What follows belongs to an exercise in optimizing a design on an open flow for small area and few clock cycles; a production flow would make more cautious choices.
In this exercise RTL edits were held to simulation tests only and were not proved equivalent to the original.
Power and IR drop assume default switching activity.

**design/flow/design.v**
```verilog
package bsfr_pkg;
  localparam int MAX_RESULTS = 8;
  localparam int CNT_W       = $clog2(MAX_RESULTS + 1);
  localparam int CFG_IDX_W   = 3;
  localparam logic [CFG_IDX_W-1:0] REG_REPLACE_MODE  = 3'd0;
  localparam logic [CFG_IDX_W-1:0] REG_PATTERN_BYTES = 3'd1;
  localparam logic [CFG_IDX_W-1:0] REG_PATTERN_LEN   = 3'd2;
  localparam logic [CFG_IDX_W-1:0] REG_WORD_BYTES    = 3'd3;
  localparam logic [CFG_IDX_W-1:0] REG_WORD_LEN      = 3'd4;
  localparam logic MODE_TOKEN  = 1'b0;
  localparam logic MODE_STRING = 1'b1;
  typedef struct packed {
    logic [MAX_RESULTS-1:0][7:0] data;
    logic [CNT_W-1:0]            count;
    logic                        last;
    logic                        bare;
  } res_t;
endpackage
module bsfr_out_buf (
  input  logic               clk,
  input  logic               rst,
  input  logic               load,
  input  bsfr_pkg::res_t     res,
  output logic               room,
  output logic               result_valid,
  input  logic               result_ready,
  output logic [7:0]         result_byte,
  output logic               result_byte_valid,
  output logic               result_string_end,
  output logic               result_run_end
);
  logic [bsfr_pkg::MAX_RESULTS-1:0][7:0] data;
  logic [bsfr_pkg::CNT_W-1:0]            count;
  logic                                  last;
  logic                                  bare;
  logic                                  pop;
  assign pop  = result_valid && result_ready;
  assign room = (count == '0) || (count == bsfr_pkg::CNT_W'(1) && result_ready);
  assign result_valid      = (count != '0);
  assign result_byte   = data[0];
  assign result_byte_valid = !bare;
  assign result_run_end    = (count == bsfr_pkg::CNT_W'(1));
  assign result_string_end = last && (count == bsfr_pkg::CNT_W'(1));
  always_ff @(posedge clk) begin
    if (rst) begin
      count <= '0;
    end else if (load) begin
      count <= res.count;
    end else if (pop) begin
      count <= count - bsfr_pkg::CNT_W'(1);
    end
  end
  always_ff @(posedge clk) begin
    if (load) begin
      data <= res.data;
      last <= res.last;
      bare <= res.bare;
    end else if (pop) begin
      for (int k = 0; k < bsfr_pkg::MAX_RESULTS - 1; k++) begin
        data[k] <= data[k+1];
      end
    end
  end
endmodule
module byte_stream_find_replace #(
  parameter int MAX_PATTERN = 8,
  parameter int MAX_WORD    = 8
) (
  input  logic        clk,
  input  logic        rst,
  input  logic        text_valid,
  output logic        text_ready,
  input  logic [7:0]  text_byte,
  input  logic        text_last,
  output logic        result_valid,
  input  logic        result_ready,
  output logic [7:0]  result_byte,
  output logic        result_byte_valid,
  output logic        result_string_end,
  output logic        result_run_end,
  input  logic        cfg_valid,
  output logic        cfg_ready,
  input  logic [2:0]  cfg_index,
  input  logic [63:0] cfg_data
);
  localparam int CW = $clog2(MAX_PATTERN + 1);
  logic        replace_mode;
  logic [63:0] pattern_bytes;
  logic [3:0]  pattern_len;
  logic [63:0] word_bytes;
  logic [3:0]  word_len;
  logic [MAX_PATTERN-1:0][7:0] window;
  logic [MAX_PATTERN-1:0][7:0] window_next;
  logic [CW-1:0]               wc;
  logic [CW-1:0]               wc_next;
  logic [MAX_PATTERN-1:0][7:0] wfull;
  logic [MAX_PATTERN-1:0][7:0] wshift;
  logic [CW-1:0]               plen;
  logic [CW-1:0]               wc0;
  logic [CW-1:0]               cnt1;
  logic [3:0]                  wlen;
  logic                        hit;
  logic                        same;
  logic                        full;
  logic                        room;
  logic                        load;
  bsfr_pkg::res_t              res;
  assign plen = (pattern_len > 4'(MAX_PATTERN)) ? CW'(MAX_PATTERN) : pattern_len[CW-1:0];
  assign wlen = (word_len > 4'(MAX_WORD)) ? 4'(MAX_WORD) : word_len;
  assign wc0  = (wc >= plen) ? plen - CW'(1) : wc;
  assign cnt1 = wc0 + CW'(1);
  assign full = (cnt1 == plen);
  always_comb begin
    hit  = 1'b0;
    same = 1'b1;
    for (int i = 0; i < MAX_PATTERN; i++) begin
      wfull[i] = (CW'(i) == wc0) ? text_byte : window[i];
      if (CW'(i) < plen && pattern_bytes[8*i +: 8] == text_byte) begin
        hit = 1'b1;
      end
    end
    for (int i = 0; i < MAX_PATTERN; i++) begin
      if (CW'(i) < plen && wfull[i] != pattern_bytes[8*i +: 8]) begin
        same = 1'b0;
      end
    end
    wshift = wfull;
    for (int i = 0; i < MAX_PATTERN - 1; i++) begin
      if (CW'(i) < plen - CW'(1)) begin
        wshift[i] = wfull[i+1];
      end
    end
  end
  always_comb begin
    res.data    = '0;
    res.count   = '0;
    res.last    = text_last;
    res.bare    = 1'b0;
    window_next = window;
    wc_next     = wc;
    if (replace_mode == bsfr_pkg::MODE_TOKEN || plen == '0) begin
      if (replace_mode == bsfr_pkg::MODE_TOKEN && hit) begin
        res.data  = word_bytes;
        res.count = bsfr_pkg::CNT_W'(wlen);
      end else begin
        res.data[0] = text_byte;
        res.count   = bsfr_pkg::CNT_W'(1);
      end
    end else begin
      window_next = wfull;
      for (int k = 0; k < bsfr_pkg::MAX_RESULTS; k++) begin
        if (k < MAX_PATTERN) begin
          res.data[k] = wfull[k];
        end
      end
      if (full && same) begin
        res.data  = word_bytes;
        res.count = bsfr_pkg::CNT_W'(wlen);
        wc_next   = '0;
      end else if (full) begin
        res.count   = text_last ? bsfr_pkg::CNT_W'(plen) : bsfr_pkg::CNT_W'(1);
        window_next = wshift;
        wc_next     = plen - CW'(1);
      end else begin
        res.count = text_last ? bsfr_pkg::CNT_W'(cnt1) : '0;
        wc_next   = cnt1;
      end
    end
    if (text_last) begin
      wc_next = '0;
      if (res.count == '0) begin
        res.bare    = 1'b1;
        res.count   = bsfr_pkg::CNT_W'(1);
        res.data[0] = 8'h00;
      end
    end
  end
  assign text_ready = room;
  assign load       = text_valid && room;
  assign cfg_ready  = 1'b1;
  bsfr_out_buf u_out_buf (
    .clk    (clk),
    .rst    (rst),
    .load   (load),
    .res    (res),
    .room   (room),
    .result_valid      (result_valid),
    .result_ready      (result_ready),
    .result_byte       (result_byte),
    .result_byte_valid (result_byte_valid),
    .result_string_end (result_string_end),
    .result_run_end    (result_run_end)
  );
  always_ff @(posedge clk) begin
    if (rst) begin
      replace_mode  <= bsfr_pkg::MODE_TOKEN;
      pattern_bytes <= '0;
      pattern_len   <= '0;
      word_bytes    <= '0;
      word_len      <= '0;
      wc            <= '0;
    end else begin
      if (load) begin
        wc <= wc_next;
      end
      if (cfg_valid && cfg_ready) begin
        unique case (cfg_index)
          bsfr_pkg::REG_REPLACE_MODE: begin
            replace_mode <= cfg_data[0];
            wc           <= '0;
          end
          bsfr_pkg::REG_PATTERN_BYTES: pattern_bytes <= cfg_data;
          bsfr_pkg::REG_PATTERN_LEN: begin
            pattern_len <= cfg_data[3:0];
            wc          <= '0;
          end
          bsfr_pkg::REG_WORD_BYTES: word_bytes <= cfg_data;
          bsfr_pkg::REG_WORD_LEN:   word_len   <= cfg_data[3:0];
          default: ;
        endcase
      end
    end
  end
  always_ff @(posedge clk) begin
    if (load) begin
      window <= window_next;
    end
  end
endmodule
```
**design/flow/run.sh**
```bash
#!/bin/bash
# synth_recipe.tcl (not shown) runs the flow's synth.tcl, then flattens the netlist and writes it again
# the make line also repeats each setting of config.mk as NAME=value (left out here)
make -C /OpenROAD-flow-scripts/flow DESIGN_CONFIG=/design/flow/config.mk WORK_HOME=/design/flow/orfs CLKGATE_MAP_FILE= SYNTH_SCRIPT=/design/flow/synth_recipe.tcl finish
```
**design/flow/config.mk**
```make
export PLATFORM = sky130hd
export DESIGN_NAME = byte_stream_find_replace
export DESIGN_NICKNAME = byte_stream_find_replace
export VERILOG_FILES = /design/flow/design.v
export SDC_FILE = /design/flow/constraint.sdc
export NUM_CORES = 4
export LEC_CHECK = 0
export CAP_MARGIN = 20
export CORE_MARGIN = 2
export CORE_UTILIZATION = 40
export SLEW_MARGIN = 20
```
**design/flow/constraint.sdc**
```tcl
create_clock -name core_clock -period 6.0 [get_ports {clk}]
set_input_delay 1.2000 -clock core_clock [delete_from_list [all_inputs] [get_ports {clk}]]
set_output_delay 1.2000 -clock core_clock [all_outputs]
set_load 0.01 [all_outputs]
```
==> impl_metrics.toml <==
[power]
swShare = 0.313
worst_ir_drop_vdd_mv = 0.254
p_int_w = 0.00390
seq_power_share = 0.438
power.leakage_nw = 6.04
power_switching_w = 0.00178
power.density_nw_per_um2 = 327
power_frac_comb = 0.244
p_clk_frac = 0.318

[clocking]
cts_made_buffers = 30
holdBufCountCts = 0
cts_max_path_buffers = 3
htree_levels = 1
cts_tree = "done"
clk_pin_slew_worst_paths_ns = 0.06
root_buffer = "clkbuf_16"
clock-sinks = 275
clk_latency_ns = 0.60

[place]
gp_congestion = 0.958
hpwlAfterDp_um = 36000
dp_cells = 2228
portBuffers = 93
dpl_worst_slack_ns = 0.424
place_area_um2 = 16400

[setup_path]
cp_max_fo = 16
critPathMostFrequentCell = "buf_4"
startpoint_type = "flip-flop"
criticalPathCategory = "reg2reg"
crit_arrival_ns = 6.00
cp-end-kind = "flip-flop"
cpPeakStageDelay_ns = 0.55
worstPathRequired_ns = 6.34
cp_slowest_cell = "or4_1"
path_cells = "nor2b_1 > inv_1 > ha_1 > nor3_1 > o21ai_2 > nand2_1 > buf_4 > a21oi_1 > buf_4 > ha_1 > nand3_1 > mux2i_1 > buf_4 > or4_1 > a21boi_0 > a41o_1 > and2_1 > buf_4 > a211oi_2 > nor3_2 > nor2_1 > a21o_1"

[routing]
remaining_drc_errors = 0
avgRoutedWirePerCell_um = 22.0
dr.pass1.iters = 5
via_per_inst = 5.73
vias = 13100
first_iter_violations = 1132
wirelength_um = 50300
postRouteAntennaNets = 0

[logic_synthesis]
synth-async-reset-ratio = 0
yosys.area.top_type = "edfxtp_1"
synth_nets = 1829
syn-cell-area_um2 = 14900
synth_warnings = 2
ys_seq_elements = 275
synth_top_area_share = 0.261
synth_most_common_cell = "nand2_1"
post_synth_num_cell_types = 84
synth_edf_count = 130
synthFlopType = "dfxtp_1"
synth_sequential_area_ratio = 0.455
avgSynthCellArea_um2 = 8.63
synth_area_leaders = "edfxtp_1, dfxtp_1, nand2_1"
postSynthCellCount = 1732
synth_common_cells = "nand2_1, a21oi_1, dfxtp_1"

[timing]
slew_viol_final = 0
fmax_mhz = 177
rsz0062_at_grt = "false"
worstMarginPinSlew_ns = 1.09
skew_ns = 0.0263
fin_setup_tns_ns = 0
period_needed_ns = 5.66
finalHoldViolCount = 0
timing.final.crit_share = 0.943
holdWs_ns = 0.455
finalSetupViolCount = 0
slew_headroom = 0.269
layout_setup_ws_ns = 0.344

[run_status]
outcome = "complete, no violations"

[grt]
grt_pass1_vias = 12600
overflow = 0
antenna_found_initial = 0
grt_max_degree = 84
grt_pass1_wl_um = 76600
track_usage = 0.257

[finish]
layoutNonFillerInstCount = 2285
antenna_cells = 0
final_cell_area_um2 = 17300
nNetsFinal = 1890
area_growth_pct = 16.0
drive_gt1_frac = 0.0859

[floorplan]
die_x_um = 197
num_rows = 70
initial_core_util = 0.407
io_pins = 95
dieArea_um2 = 38900
core_um2 = 36700
fp.dieH_um = 197

[job]
max-cap-violations = 0

[worst_hold_path]
hold_path.class = "reg2reg"
state kept, by name, summed over array words and instances, names as in the netlist:
| name | count |
|---|---|
| pattern_bytes | 64 |
| u_out_buf.data | 64 |
| window | 64 |
| word_bytes | 64 |
| pattern_len | 4 |
| u_out_buf.count | 4 |
| wc | 4 |
| word_len | 4 |
| replace_mode | 1 |
| u_out_buf.bare | 1 |
| u_out_buf.last | 1 |
routing by layer:
metal	vias to the layer above	global-route usage	wire length [um]	part of all wire
li1	6242	-	-	-
met1	6276	0.349	22200	0.44
met2	485	0.421	23300	0.46
met3	101	0.0362	3040	0.060
met4	0	0.0872	1760	0.035
met5	-	0	0	0
area by class of cell:
cell class                      instances  area (um^2)
Clock inverter                         12         95.1
Fill cell                            3581        19400
Inverter                               45          169
Clock buffer                           44          843
Tap cell                              468          586
Multi-Input combinational cell       1293         7470
Sequential cell                       275         6810
Timing Repair Buffer                  148         1370
final timing paths:
check	startpoint	endpoint	slack, ns	depth (start not counted)
hold / removal	word_bytes[56]$_SDFFE_PP0P_	word_bytes[56]$_SDFFE_PP0P_	0.45	2
hold reg to reg	word_bytes[56]$_SDFFE_PP0P_	word_bytes[56]$_SDFFE_PP0P_	0.45	2
setup reg to reg	pattern_len[2]$_SDFFE_PP0P_	window[44]$_DFFE_PP_	0.34	22
setup / recovery	pattern_len[2]$_SDFFE_PP0P_	window[44]$_DFFE_PP_	0.34	22
through the flow:
stage          total power (W)  utilization
2_1_floorplan          0.00340            -
3_3_place_gp           0.00387        0.446
3_5_place_dp           0.00389        0.446
4_1_cts                0.00569        0.471
5_1_grt                0.00592        0.472
6_report               0.00567        0.472
power groups by stage:
| stage | clock network (W) | registers, W | logic (W) |
|---|---|---|---|
| 5_1_grt | 0.00189 | 0.00250 | 0.00153 |
| 3_5_place_dp | 0 | 0.00252 | 0.00137 |
| 6_report | 0.00180 | 0.00248 | 0.00139 |
| 4_1_cts | 0.00183 | 0.00248 | 0.00138 |
| 3_3_place_gp | 0 | 0.00252 | 0.00135 |
| 2_1_floorplan | 0 | 0.00246 | 0.000941 |
critical path, delay by kind of cell (launching register included):
family / cells / cell delay, ns
adders and majority gates: 2 / 0.46
DFF: 1 / 0.54
AOI/OAI and AO/OA: 6 / 1.03
muxes: 1 / 0.13
buffers and inverters: 5 / 0.92
and+or+nand+nor: 8 / 2.32
cells by family after synthesis:
| kind of cell | share of synthesized area |
|---|---|
| AND/OR/NAND/NOR | 0.180 |
| AO/OA/AOI/OAI | 0.203 |
| flip-flops | 0.455 |
| buffers and inverters | 0.0486 |
| XOR/XNOR | 0.0586 |
| multiplexers | 0.0406 |
| adder cells (fa/ha/maj) | 0.0134 |
| other | 0.000251 |
cells in the final DEF (no fill, tap or decap), drive strengths merged, types with 3 or more instances in the layout:
cell	synthesis	layout
a211oi	7	7
a21o	16	16
a21oi	271	271
a221oi	5	5
a22o	5	5
a22oi	8	8
a31oi	10	10
a32oi	4	4
a41o	5	5
and2	11	11
and3	9	9
and4	3	3
buf	44	56
clkbuf	75	44
clkdlybuf4s50	0	92
clkinv	4	14
dfxtp	145	145
edfxtp	130	130
ha	16	16
inv	41	41
mux2	3	3
mux2i	55	55
nand2	365	365
nand2b	8	8
nand3	26	26
nand4	19	19
nor2	110	110
nor2b	14	14
nor3	24	24
nor4	7	7
o211a	8	8
o211ai	16	16
o21ai	73	73
o221ai	5	5
o22ai	37	37
or2	5	5
or3	5	5
or4	4	4
xnor2	63	63
xor2	37	37
repair_timing:
action                                  4_1_cts  5_1_grt
endpoints found under the setup margin        0       25
setup buffers                                 0        0
resized for setup                             0        6
hold endpoints to repair                      0        0
Testbench counts, summed over its fixed seeds: cycles 46,194.

==> afterwards: timing with drivers on the ports <==
No port has a modelled driver above. Below, the same layout with a new extraction and two added sets of constraints.
Step 1: set_driving_cell puts a clkbuf_16 on clk and a buf_2 on each other input, an assumption about the parent block.
Step 2, shift: input delay + t, output delay - t, t = (earliest + latest rising clock arrival at the registers) / 2. This alone moves slack from input paths to output paths.
Slacks: ideal / step 1 / step 2; pairs: ideal / step 1.
shift t [ns]: 0.640
setup slack, ns: 0.344 / 0.344 / 0.344
latest minus earliest clock arrival (ns): 0.026 / 0.026
worst data-port slew with drivers (ns): 0.05
After both steps this run still meets setup and hold. For this run, drivers alone change the setup slack by 0.000 ns; drivers and shift together by 0.000 ns.
